Context: an optimization exercise on an open-source flow, tuned for small area, a short achievable clock period and few clock cycles per item. The choices shown serve that exercise and are no tape-out recipe. Where RTL was checked, it was by simulation tests only, not by an equivalence proof against the original. Power and IR drop assume default switching activity.

==> flow/design.v (excerpt) <==
module sorted_insert_list #(
	parameter int CAPACITY = sil_pkg::CAPACITY_DEF
) (
	input  logic                              clk,
	input  logic                              arst_n,
	input  logic                              start,
	input  logic signed [sil_pkg::VALUE_W-1:0] value,
	output logic                              busy,
	output logic                              strobe,
	output logic signed [sil_pkg::VALUE_W-1:0] element,
	output logic [sil_pkg::POS_W-1:0]         position,
	output logic                              last,
	output logic                              rejected
);
	logic       lt_d;
	logic       pk_en;
	logic       xfer;
	logic       sel_k;
	logic       dload;
	logic [16:1] msel;
	sil_ctrl u_ctrl (
		.clk      (clk),
		.arst_n   (arst_n),
		.start    (start),
		.lt_d     (lt_d),
		.pk_en    (pk_en),
		.xfer     (xfer),
		.sel_k    (sel_k),
		.dload    (dload),
		.msel     (msel),
		.busy     (busy),
		.strobe   (strobe),
		.position (position),
		.last     (last),
		.rejected (rejected)
	);
	sil_datapath #(
		.CAPACITY (CAPACITY)
	) u_datapath (
		.clk     (clk),
		.pk_en   (pk_en),
		.xfer    (xfer),
		.sel_k   (sel_k),
		.dload   (dload),
		.msel    (msel),
		.value   (value),
		.lt_d    (lt_d),
		.element (element)
	);
endmodule
Settings: LEC_CHECK=0, CAP_MARGIN=20, CORE_MARGIN=2, CORE_UTILIZATION=70, CTS_CLUSTER_DIAMETER=100, CTS_CLUSTER_SIZE=25, SETUP_SLACK_MARGIN=3.3, SLEW_MARGIN=20; clock period 5.5 ns.
run.sh (not shown) runs the stock make flow with config.mk's settings and CLKGATE_MAP_FILE= SYNTH_SCRIPT=/design/flow/synth_recipe.tcl, a recipe that flattens the netlist after the stock synthesis.
The first run finished with timing, DRC and antenna clean.
Next try:
- CORE_UTILIZATION: 70 -> 60
- SETUP_SLACK_MARGIN: 3.3 -> 3.4
Effect:
- global-route usage shrinks by 2.7 points
- fmax came out higher by a few percent
- area after synthesis stays the same
- via count shrinks slightly
- sequential power rose slightly
- die area climbs by about a fifth
- total power went up slightly
- first-iteration DRC count falls by a few percent
- clock-buffer cell count stays the same
- routed wire length rises by a few percent
- clock skew falls by 8.8 ps
Next try:
- CORE_UTILIZATION: 60 -> 55
- SETUP_SLACK_MARGIN: 3.4 -> 3.6
After rerunning: Cell count increases by about 2.8%; non-clock buffer count rose by 1; global-route usage came out lower by 2.3 points; power increases by about 0.4%; cell area rose by 1.0%; utilization fell by 5.4 points; clock skew stays flat; via count shrinks by 1.5%; setup slack loses 22 ps; sequential share of layout area decreases by 0.49 points; synthesized cell count does not change.
Function was not checked in any run of this note: the RTL went through the layout flow alone.

---

Another version of the RTL of sorted_insert_list (not shown whole).
Size: roughly 1500 cells after synthesis, about 630 flip-flops.
make LEC_CHECK=0 CAP_MARGIN=20 CORE_MARGIN=2 CORE_UTILIZATION=60 CTS_CLUSTER_DIAMETER=100 CTS_CLUSTER_SIZE=25 SETUP_SLACK_MARGIN=3.5 SLEW_MARGIN=20 finish   # period 5.5 ns
The first run produced a clean layout.
Testbench counts at the start, summed over its fixed seeds: cycles 24,991, items 2,755.
Change:
--- a/flow/config.mk
+++ b/flow/config.mk
@@ -13 +13 @@
-export SETUP_SLACK_MARGIN = 3.5
+export SETUP_SLACK_MARGIN = 3.3
Utilization decreases by 1.3 points.
Sequential share of layout area went up by 1.1 points.
Total power shrinks by about 2%.

---

Another version of the RTL of sorted_insert_list (not shown whole).
For scale: roughly 2000 cells after synthesis, about 75 I/O pins, ~20000 sq um of cells after synthesis.
Settings: LEC_CHECK=0, ABC_AREA=1, CAP_MARGIN=20, CORE_MARGIN=2, CORE_UTILIZATION=60, CTS_CLUSTER_DIAMETER=100, CTS_CLUSTER_SIZE=25, SETUP_SLACK_MARGIN=3.3, SLEW_MARGIN=20; clock period 5.5 ns.
The starting point ran to the end with no violations.
Testbench counts at the start, summed over its fixed seeds: cycles 24,799, items 2,755.
Change:
Settings changed: ABC_AREA 1 to unset.
Area after synthesis came out lower slightly.
Power falls by a few percent.
Global-route usage climbs by 0.50 points.
Setup slack got worse by 0.0037 ns.
Critical path depth went down by 5.
Die area shrinks slightly.
Clock power hardly moves.
Core utilization came out higher by 1.5 points.
Via count is lower by a little under a tenth.

---

Setup of fjord:
RTL: one of the versions met above, not the one the previous note started from.
Size in the first run: about 1,500 cells after synthesis, roughly 75 I/O pins, roughly 0.019 mm2 of cells after synthesis.
clock: 5.5 ns
lec_check: 0
cap_margin: 20
core_margin: 2
core_utilization: 60
cts_cluster_diameter: 100
cts_cluster_size: 25
setup_slack_margin: 3.3
slew_margin: 20
fjord | stages: all done | timing, DRC, antenna: all pass
For raven, these inputs were changed with respect to fjord:
- swapping 3.3 for 3.5 in SETUP_SLACK_MARGIN
==> comparison <==
raven completed end to end with timing, DRC and antenna clean.
Diff fjord -> raven: register-to-register path setup slack ~0 delta, total detailed-routing wirelength +5.8%, headroom to the max-slew limit +4.5 points, setup slack +0.010 ns.
Compared with fjord, raven shows a critical path depth that is 6 higher.
raven — actual transition at the worst max-transition pin 0.067 ns lower, fjord as reference
fjord and raven ended up with roughly the same non-clock buffer count.
raven: fraction of area in registers lower than fjord
reg -> reg as the classification of the worst setup path was reported by raven, and reg -> out by fjord.
Final hold slack in raven is 0.025 ns higher than in fjord
No functional check of the RTL was part of any run of this note.

---

Setup of willow:
Another version of the RTL of sorted_insert_list (not shown whole).
Size in the first run: about 1400 cells after synthesis, ~75 I/O pins, roughly 19000 um2 of cells after synthesis.
==> flow/config.mk <==
export PLATFORM = sky130hd
export DESIGN_NAME = sorted_insert_list
export DESIGN_NICKNAME = sorted_insert_list
export VERILOG_FILES = /design/flow/design.v
export SDC_FILE = /design/flow/constraint.sdc
export NUM_CORES = 4
export LEC_CHECK = 0
export CAP_MARGIN = 20
export CORE_MARGIN = 2
export CORE_UTILIZATION = 60
export SETUP_SLACK_MARGIN = 3.0
export SLEW_MARGIN = 20
==> flow/constraint.sdc <==
create_clock -name core_clock -period 5.5 [get_ports {clk}]
set_input_delay 1.1000 -clock core_clock [delete_from_list [all_inputs] [get_ports {clk}]]
set_output_delay 1.1000 -clock core_clock [all_outputs]
set_load 0.01 [all_outputs]
willow did not stop at any stage, and its layout met the timing, design-rule and antenna checks.
Testbench counts of willow, summed over its fixed seeds: cycles 24,799, items 2,755.
diff inputs: willow => maple
- SETUP_SLACK_MARGIN: 3.0 -> 3.2
- CTS_CLUSTER_DIAMETER: unset -> 100
- CTS_CLUSTER_SIZE: unset -> 25
Findings:
- Relative to willow, wire length has decreased by about 0.6% in maple.
- | post-layout total power | lower: maple |
- Re final critical path time including I/O delays and setup: maple is 110 ps down on willow.
- Summary — global-route total usage across every layer, maple relative to willow: lower, by 0.53 points.

---

== the previous run ==
Another version of the RTL of sorted_insert_list (not shown whole).
==> flow/design.v (excerpt) <==
module sorted_insert_list #(
	parameter int CAPACITY = sil_pkg::CAPACITY_DEF
) (
	input  logic                              clk,
	input  logic                              arst_n,
	input  logic                              start,
	input  logic signed [sil_pkg::VALUE_W-1:0] value,
	output logic                              busy,
	output logic                              strobe,
	output logic signed [sil_pkg::VALUE_W-1:0] element,
	output logic [sil_pkg::POS_W-1:0]         position,
	output logic                              last,
	output logic                              rejected
);
	logic       lt_d;
	logic       pk_en;
	logic       xfer;
	logic       sel_k;
	logic       dload;
	logic [16:1] msel;
	sil_ctrl u_ctrl (
		.clk      (clk),
		.arst_n   (arst_n),
		.start    (start),
		.lt_d     (lt_d),
		.pk_en    (pk_en),
		.xfer     (xfer),
		.sel_k    (sel_k),
		.dload    (dload),
		.msel     (msel),
		.busy     (busy),
		.strobe   (strobe),
		.position (position),
		.last     (last),
		.rejected (rejected)
	);
	sil_datapath #(
		.CAPACITY (CAPACITY)
	) u_datapath (
		.clk     (clk),
		.pk_en   (pk_en),
		.xfer    (xfer),
		.sel_k   (sel_k),
		.dload   (dload),
		.msel    (msel),
		.value   (value),
		.lt_d    (lt_d),
		.element (element)
	);
endmodule
export LEC_CHECK = 0
export CAP_MARGIN = 20
export CORE_MARGIN = 2
export CORE_UTILIZATION = 60
export CTS_CLUSTER_DIAMETER = 100
export CTS_CLUSTER_SIZE = 25
export SETUP_SLACK_MARGIN = 3.3
export SLEW_MARGIN = 20
create_clock -name core_clock -period 5.5 [get_ports {clk}]
The previous run ended with every stage complete and zero timing, DRC or antenna violations.
Edits applied to the flow inputs when going from the previous run to the current run:
Settings: changing SETUP_SLACK_MARGIN from 3.3 to 3.5.
[summary]
The current run: no failed stages, no open violations at the end
In terms of sequential logic power, the current run and the previous run differ only marginally.
Delta (the current run minus the previous run): non-clock buffering overhead in the final layout saw an increase, via count saw an increase, final critical-path share of the clock period saw an increase, sequential share of cell area saw a decrease, switching power share of the total saw little to no change.
No run of this note included a check of the RTL's function; only the layout flow was run.

---

job 101:
Another version of the RTL of sorted_insert_list (not shown whole).
Size in the first run: roughly 1,400 cells after synthesis, about 570 flip-flops, roughly 75 I/O pins.
clock: 5.5 ns
lec_check: 0
abc_clock_period_in_ps: 2000
cap_margin: 20
core_margin: 2
core_utilization: 60
setup_slack_margin: 3.5
slew_margin: 20
Job 101 has completed all stages; timing, DRC and antenna checks passed.
Inputs modified between job 101 and job 102:
Settings: a change of ABC_CLOCK_PERIOD_IN_PS from 2000 to 1000.
Results
Comparing job 102 against job 101, there is no change at all in layout overhead on the synthesized area.
Final cell count came out exactly the same in job 102 and job 101.
Taking job 101 as the reference, in job 102 total of clock buffers placed in the layout barely changed; number of non-clock buffers comparable; share of total power in sequential cells held; die area flat; setup slack held steady.
Maximum frequency: job 101 vs job 102 identical
From job 102 to job 101, wire length did not move at all.
No functional check of the RTL was part of any run of this note.

-- re-timing with driven ports --
The results above use ideal ports. As a check the final layouts listed here were re-extracted and re-timed, cells and wires unchanged.
Step 1 assumes that a clkbuf_16 drives the clock port and a buf_2 every other input.
Step 2 adds t to the input delays and takes it off the output delays; t is the mean of the earliest and latest rising clock arrival at the registers after step 1. Input paths then give back, and output paths get back, about the clock's delay inside the block.
Three values: ideal, step 1, step 2; two values: the first two.
run	t, ns	setup WS [ns]	worst hold slack (ns)	clock arrival spread, ns
the first run of note 1	0.639	3.054 / 3.054 / 3.054	0.339 / 0.339 / 0.339	0.022 / 0.022
the second run of note 1	0.632	3.162 / 3.162 / 3.162	0.349 / 0.349 / 0.349	0.016 / 0.016
the third run of note 1	0.632	3.140 / 3.140 / 3.140	0.346 / 0.346 / 0.346	0.018 / 0.018
the first run of note 2	0.628	3.307 / 3.255 / 3.422	0.348 / 0.348 / 0.348	0.019 / 0.018
the second run of note 2	0.627	3.305 / 3.253 / 3.358	0.347 / 0.347 / 0.347	0.021 / 0.021
the first run of note 3	0.625	3.298 / 3.266 / 2.888	0.351 / 0.351 / 0.351	0.018 / 0.018
the second run of note 3	0.639	3.295 / 3.241 / 2.786	0.332 / 0.332 / 0.332	0.037 / 0.036
fjord	0.645	3.153 / 3.100 / 3.163	0.326 / 0.326 / 0.326	0.035 / 0.035
raven	0.633	3.164 / 3.164 / 3.164	0.351 / 0.351 / 0.351	0.017 / 0.017
willow	0.653	3.048 / 3.048 / 2.448	0.334 / 0.334 / 0.334	0.020 / 0.021
maple	0.637	3.156 / 3.156 / 2.586	0.342 / 0.342 / 0.342	0.031 / 0.031
the previous run	0.634	3.092 / 3.092 / 2.801	0.351 / 0.351 / 0.351	0.014 / 0.014
the current run	0.639	3.078 / 3.078 / 2.794	0.346 / 0.346 / 0.346	0.018 / 0.018
job 101	0.631	2.519 / 2.519 / 2.519	0.333 / 0.333 / 0.333	0.025 / 0.025
job 102	0.631	2.519 / 2.519 / 2.519	0.333 / 0.333 / 0.333	0.025 / 0.025
After both steps every run listed still meets setup and hold. For willow, which loses most, drivers alone change the setup slack by 0.000 ns; drivers and shift together by -0.600 ns.
